Background: an optimization exercise with open tools, aiming at small area. Do not read the settings as production practice. The RTL was checked by simulation tests, not by an equivalence proof against the original design.

==> juniper: inputs <==
==> flow/design.v <==
module decode_stage_hz #(
  parameter int unsigned XLEN  = 32,
  parameter int unsigned NREGS = 32
) (
  input  logic            clk,
  input  logic            rst_n,
  input  logic            ifidValid,
  input  logic [31:0]     ifidInst,
  input  logic [31:0]     ifidPc,
  input  logic            flush,
  input  logic            regWriteEnable,
  input  logic [4:0]      writeReg,
  input  logic [XLEN-1:0] writeData,
  output logic            stall,
  output logic            idexValid,
  output logic [31:0]     idexPc,
  output logic [XLEN-1:0] idexData1,
  output logic [XLEN-1:0] idexData2,
  output logic [4:0]      idexRs1,
  output logic [4:0]      idexRs2,
  output logic [4:0]      idexRd,
  output logic [6:0]      idexFunc7,
  output logic [2:0]      idexFunc3,
  output logic [XLEN-1:0] idexImm,
  output logic [2:0]      idexExCtrl,
  output logic [2:0]      idexMemCtrl,
  output logic [1:0]      idexWbCtrl
);
  localparam logic [6:0] OpR     = 7'b0110011;
  localparam logic [6:0] OpIAlu  = 7'b0010011;
  localparam logic [6:0] OpLoad  = 7'b0000011;
  localparam logic [6:0] OpStore = 7'b0100011;
  localparam logic [6:0] OpBr    = 7'b1100011;
  localparam logic [6:0] OpJal   = 7'b1101111;
  localparam logic [6:0] OpJalr  = 7'b1100111;
  localparam logic [6:0] OpLui   = 7'b0110111;
  localparam logic [6:0] OpAuipc = 7'b0010111;
  localparam logic [3:0] ClNone  = 4'd0;
  localparam logic [3:0] ClR     = 4'd1;
  localparam logic [3:0] ClIAlu  = 4'd2;
  localparam logic [3:0] ClLoad  = 4'd3;
  localparam logic [3:0] ClStore = 4'd4;
  localparam logic [3:0] ClBr    = 4'd5;
  localparam logic [3:0] ClJal   = 4'd6;
  localparam logic [3:0] ClJalr  = 4'd7;
  localparam logic [3:0] ClU     = 4'd8;
  logic [6:0] opcode;
  logic [4:0] rs1, rs2;
  assign opcode = ifidInst[6:0];
  assign rs1    = ifidInst[19:15];
  assign rs2    = ifidInst[24:20];
  logic        v_q;
  logic [31:0] pc_q;
  logic [24:0] ins_q;    
  logic [3:0]  cl_q;
  logic [31:1] sel1_q, sel2_q;   
  logic [31:1][XLEN-1:0] rf_q;
  logic [31:1]           wr_q;
  logic [31:1]           we;
  for (genvar g = 1; g < 32; g++) begin : g_rf
    assign we[g] = regWriteEnable && (writeReg == g);
    always_ff @(posedge clk) begin
      if (we[g]) rf_q[g] <= writeData;
    end
    always_ff @(posedge clk or negedge rst_n) begin
      if (!rst_n)     wr_q[g] <= 1'b0;
      else if (we[g]) wr_q[g] <= 1'b1;
    end
  end
  always_comb begin
    idexData1 = '0;
    idexData2 = '0;
    for (int i = 1; i < 32; i++) begin
      idexData1 = idexData1 | ({XLEN{sel1_q[i] & wr_q[i]}} & rf_q[i]);
      idexData2 = idexData2 | ({XLEN{sel2_q[i] & wr_q[i]}} & rf_q[i]);
    end
  end
  logic [3:0] cl_d;
  always_comb begin
    case (opcode)
      OpR:            cl_d = ClR;
      OpIAlu:         cl_d = ClIAlu;
      OpLoad:         cl_d = ClLoad;
      OpStore:        cl_d = ClStore;
      OpBr:           cl_d = ClBr;
      OpJal:          cl_d = ClJal;
      OpJalr:         cl_d = ClJalr;
      OpLui, OpAuipc: cl_d = ClU;
      default:        cl_d = ClNone;
    endcase
  end
  logic uses_rs2, load_use;
  assign uses_rs2 = (opcode == OpR) || (opcode == OpStore) || (opcode == OpBr);
  assign load_use = ifidValid && v_q && (cl_q == ClLoad) &&
                    (ins_q[4:0] != 5'd0) &&
                    ((ins_q[4:0] == rs1) || ((ins_q[4:0] == rs2) && uses_rs2));
  assign stall = load_use && !flush;
  logic take;
  assign take = !flush && !load_use;
  always_ff @(posedge clk or negedge rst_n) begin
    if (!rst_n) begin
      v_q    <= 1'b0;
      pc_q   <= '0;
      ins_q  <= '0;
      cl_q   <= ClNone;
      sel1_q <= '0;
      sel2_q <= '0;
    end else begin
      v_q    <= take && ifidValid;
      pc_q   <= take ? ifidPc : 32'd0;
      ins_q  <= take ? ifidInst[31:7] : 25'd0;
      cl_q   <= take ? cl_d : ClNone;
      for (int i = 1; i < 32; i++) begin
        sel1_q[i] <= take && (rs1 == i);
        sel2_q[i] <= take && (rs2 == i);
      end
    end
  end
  logic [31:0] inst;
  assign inst = {ins_q, 7'd0};
  logic s;
  assign s = inst[31];
  always_comb begin
    idexExCtrl  = 3'b000;
    idexMemCtrl = 3'b000;
    idexWbCtrl  = 2'b00;
    idexImm     = '0;
    case (cl_q)
      ClR: begin
        idexExCtrl = 3'b010; idexWbCtrl = 2'b10;
      end
      ClIAlu: begin
        idexExCtrl = 3'b110; idexWbCtrl = 2'b10;
        idexImm = {{20{s}}, inst[31:20]};
      end
      ClLoad: begin
        idexExCtrl = 3'b100; idexMemCtrl = 3'b010; idexWbCtrl = 2'b11;
        idexImm = {{20{s}}, inst[31:20]};
      end
      ClStore: begin
        idexExCtrl = 3'b100; idexMemCtrl = 3'b001;
        idexImm = {{20{s}}, inst[31:25], inst[11:7]};
      end
      ClBr: begin
        idexExCtrl = 3'b001; idexMemCtrl = 3'b100;
        idexImm = {{19{s}}, s, inst[7], inst[30:25], inst[11:8], 1'b0};
      end
      ClJal: begin
        idexExCtrl = 3'b111; idexMemCtrl = 3'b100; idexWbCtrl = 2'b10;
        idexImm = {{11{s}}, s, inst[19:12], inst[20], inst[30:21], 1'b0};
      end
      ClJalr: begin
        idexExCtrl = 3'b111; idexMemCtrl = 3'b100; idexWbCtrl = 2'b10;
        idexImm = {{20{s}}, inst[31:20]};
      end
      ClU: begin
        idexExCtrl = 3'b111; idexWbCtrl = 2'b10;
        idexImm = {inst[31:12], 12'b0};
      end
      default: ;
    endcase
    if (!v_q) begin
      idexExCtrl  = 3'b000;
      idexMemCtrl = 3'b000;
      idexWbCtrl  = 2'b00;
    end
  end
  assign idexValid = v_q;
  assign idexPc    = pc_q;
  assign idexFunc7 = ins_q[24:18];
  assign idexRs2   = ins_q[17:13];
  assign idexRs1   = ins_q[12:8];
  assign idexFunc3 = ins_q[7:5];
  assign idexRd    = ins_q[4:0];
endmodule
==> flow/run.sh <==
#!/bin/bash
# synth_recipe.tcl (not shown) runs the flow's synth.tcl, then flattens the netlist and writes it again
# the make line also repeats each setting of config.mk as NAME=value (left out here)
make -C /OpenROAD-flow-scripts/flow DESIGN_CONFIG=/design/flow/config.mk WORK_HOME=/design/flow/orfs CLKGATE_MAP_FILE= SYNTH_SCRIPT=/design/flow/synth_recipe.tcl finish
==> flow/config.mk <==
export PLATFORM = sky130hd
export DESIGN_NAME = decode_stage_hz
export DESIGN_NICKNAME = decode_stage_hz
export VERILOG_FILES = /design/flow/design.v
export SDC_FILE = /design/flow/constraint.sdc
export NUM_CORES = 4
export LEC_CHECK = 0
export CAP_MARGIN = 20
export CORE_MARGIN = 2
export CORE_UTILIZATION = 40
export SLEW_MARGIN = 20
==> flow/constraint.sdc <==
create_clock -name core_clock -period 5.0 [get_ports {clk}]
set_input_delay 1.0000 -clock core_clock [delete_from_list [all_inputs] [get_ports {clk}]]
set_output_delay 1.0000 -clock core_clock [all_outputs]
set_load 0.01 [all_outputs]
==> inputs of lagoon, as changes to juniper <==
--- a/flow/design.v
+++ b/flow/design.v
@@ -51,7 +51,12 @@
   assign rs2    = ifidInst[24:20];
-  logic        v_q;
+  logic        v_q, keep_q;
+  logic [31:0] pc_r;
+  logic [24:0] ins_r;    
+  logic [3:0]  cl_r;
   logic [31:0] pc_q;
-  logic [24:0] ins_q;    
+  logic [24:0] ins_q;
   logic [3:0]  cl_q;
-  logic [31:1] sel1_q, sel2_q;   
+  assign pc_q  = pc_r & {32{keep_q}};
+  assign ins_q = ins_r & {25{keep_q}};
+  assign cl_q  = cl_r;
   logic [31:1][XLEN-1:0] rf_q;
@@ -69,10 +74,38 @@
   end
-  always_comb begin
-    idexData1 = '0;
-    idexData2 = '0;
+  logic [3:0] lo1, lo2;
+  logic [7:0] hi1, hi2;
+  always_comb begin
+    for (int j = 0; j < 4; j++) begin
+      lo1[j] = (ins_q[9:8] == j);
+      lo2[j] = (ins_q[14:13] == j);
+    end
+    for (int j = 0; j < 8; j++) begin
+      hi1[j] = (ins_q[12:10] == j);
+      hi2[j] = (ins_q[17:15] == j);
+    end
+  end
+  logic [31:1] en1, en2;
+  always_comb begin
     for (int i = 1; i < 32; i++) begin
-      idexData1 = idexData1 | ({XLEN{sel1_q[i] & wr_q[i]}} & rf_q[i]);
-      idexData2 = idexData2 | ({XLEN{sel2_q[i] & wr_q[i]}} & rf_q[i]);
-    end
-  end
+      en1[i] = lo1[i % 4] & hi1[i / 4] & wr_q[i];
+      en2[i] = lo2[i % 4] & hi2[i / 4] & wr_q[i];
+    end
+  end
+  logic [10:0][XLEN-1:0] g1, g2;
+  always_comb begin
+    for (int k = 0; k < 10; k++) begin
+      g1[k] = ~(({XLEN{en1[3*k+1]}} & rf_q[3*k+1]) |
+                ({XLEN{en1[3*k+2]}} & rf_q[3*k+2]) |
+                ({XLEN{en1[3*k+3]}} & rf_q[3*k+3]));
+      g2[k] = ~(({XLEN{en2[3*k+1]}} & rf_q[3*k+1]) |
+                ({XLEN{en2[3*k+2]}} & rf_q[3*k+2]) |
+                ({XLEN{en2[3*k+3]}} & rf_q[3*k+3]));
+    end
+    g1[10] = ~({XLEN{en1[31]}} & rf_q[31]);
+    g2[10] = ~({XLEN{en2[31]}} & rf_q[31]);
+  end
+  assign idexData1 = ~(g1[0] & g1[1] & g1[2] & g1[3]) | ~(g1[4] & g1[5] & g1[6] & g1[7]) |
+                     ~(g1[8] & g1[9] & g1[10]);
+  assign idexData2 = ~(g2[0] & g2[1] & g2[2] & g2[3]) | ~(g2[4] & g2[5] & g2[6] & g2[7]) |
+                     ~(g2[8] & g2[9] & g2[10]);
   logic [3:0] cl_d;
@@ -102,17 +135,12 @@
       v_q    <= 1'b0;
-      pc_q   <= '0;
-      ins_q  <= '0;
-      cl_q   <= ClNone;
-      sel1_q <= '0;
-      sel2_q <= '0;
+      keep_q <= 1'b0;
     end else begin
       v_q    <= take && ifidValid;
-      pc_q   <= take ? ifidPc : 32'd0;
-      ins_q  <= take ? ifidInst[31:7] : 25'd0;
-      cl_q   <= take ? cl_d : ClNone;
-      for (int i = 1; i < 32; i++) begin
-        sel1_q[i] <= take && (rs1 == i);
-        sel2_q[i] <= take && (rs2 == i);
-      end
-    end
+      keep_q <= take;
+    end
+  end
+  always_ff @(posedge clk) begin
+    pc_r  <= ifidPc;
+    ins_r <= ifidInst[31:7];
+    cl_r  <= cl_d;
   end
==> flow/flow/run.sh (new file) <==
#!/bin/bash
# Own flow: the standard layout (standard.sh), except that synthesis maps
# the logic with an area-oriented ABC script, port buffers use the smallest
# buffer, the clock tree uses small buffers without dummy loads.
set -euo pipefail
W=$(pwd)
export MY_WORK=$W
export MY_ABC_SCRIPT=$W/flow/area.abc
sed "s#SYNTH_SCRIPT=[^ ]*#SYNTH_SCRIPT=$W/flow/my_synth.tcl#" standard.sh > my_standard.sh
grep -q "SYNTH_SCRIPT=$W/flow/my_synth.tcl" my_standard.sh
export BUFFER_PORTS_ARGS="-buffer_cell sky130_fd_sc_hd__buf_1"
export CTS_ARGS="-sink_clustering_enable -repair_clock_nets -dont_use_dummy_load -buf_list {sky130_fd_sc_hd__clkbuf_8} -sink_clustering_size 18 -sink_clustering_max_diameter 60"
bash my_standard.sh synth > synth.log 2>&1
bash my_standard.sh finish > layout.log 2>&1
==> flow/flow/area.abc (new file) <==
&get -n
&st
&nf -a -R 1000
&put
==> flow/flow/my_synth.tcl (new file) <==
# The standard synthesis (synth_recipe.tcl), with ABC's cell mapping run
# with an area-oriented script instead of ORFS's delay-oriented one.
proc abc {args} {
  set i [lsearch -exact $args -script]
  if { $i >= 0 } { lset args [expr {$i + 1}] $::env(MY_ABC_SCRIPT) }
  set i [lsearch -exact $args -D]
  if { $i >= 0 } { set args [lreplace $args $i [expr {$i + 1}]] }
  yosys abc {*}$args
}
source $::env(MY_WORK)/synth_recipe.tcl
==> flow/standard.sh (new file) <==
#!/bin/bash
# synth_recipe.tcl (not shown) runs the flow's synth.tcl, then flattens the netlist and writes it again
# the make line also repeats each setting of config.mk as NAME=value (left out here)
make -C /OpenROAD-flow-scripts/flow DESIGN_CONFIG=/design/flow/config.mk WORK_HOME=/design/flow/orfs CLKGATE_MAP_FILE= SYNTH_SCRIPT=/design/flow/synth_recipe.tcl "${@:-finish}"
--- a/flow/config.mk
+++ b/flow/config.mk
@@ -7,5 +7,7 @@
 export LEC_CHECK = 0
-export CAP_MARGIN = 20
+export CAP_MARGIN = 10
 export CORE_MARGIN = 2
-export CORE_UTILIZATION = 40
-export SLEW_MARGIN = 20
+export CORE_UTILIZATION = 60
+export GPL_TIMING_DRIVEN = 0
+export SETUP_SLACK_MARGIN = 0.1
+export SLEW_MARGIN = 10
removed: flow/run.sh
==> impl_results.md <==
* Outcome: complete, no violations
* Die Span Y at 346 um
* Post-synthesis sequential area ratio at 71.9%
* Worst reg-to-reg path cell count at 7
[end of results for juniper]
==> impl_results.md <==
* Worst reg-to-reg path cell count at 8
* Storage cell area at 31,800 um^2
* Count leader, synth: edfxtp_1
* Outcome: complete, no violations
* Die Span Y at 269 um
* Post-synthesis sequential area ratio at 75.3%
* Seq_cells at 1,086
* Non-clk invs at 14
[end of results for lagoon]

-- separate check: timing with driven ports --
Ports are ideal in the flow. The routed layouts listed here were re-timed in OpenROAD. Step 1, drivers: a clkbuf_16 drives clk and a buf_2 each remaining input, both assumed. Step 2 also shifts input and output timing later by t, the mid clock arrival at the registers, as if the neighbouring blocks saw the same clock. Three values: ideal, step 1, step 2; two values: the first two.
run | t, ns | setup slack, ns | worst setup path after step 2 | latest minus earliest clock arrival (ns) | slew at the worst register clock pin (ns)
juniper | 0.803 | 0.167 / 0.089 / 0.622 | input to output | 0.069 / 0.069 | 0.07 / 0.07
lagoon | 0.760 | 0.078 / 0.010 / 0.770 | register to output | 0.092 / 0.092 | 0.12 / 0.12
After both steps every run listed still meets setup and hold.
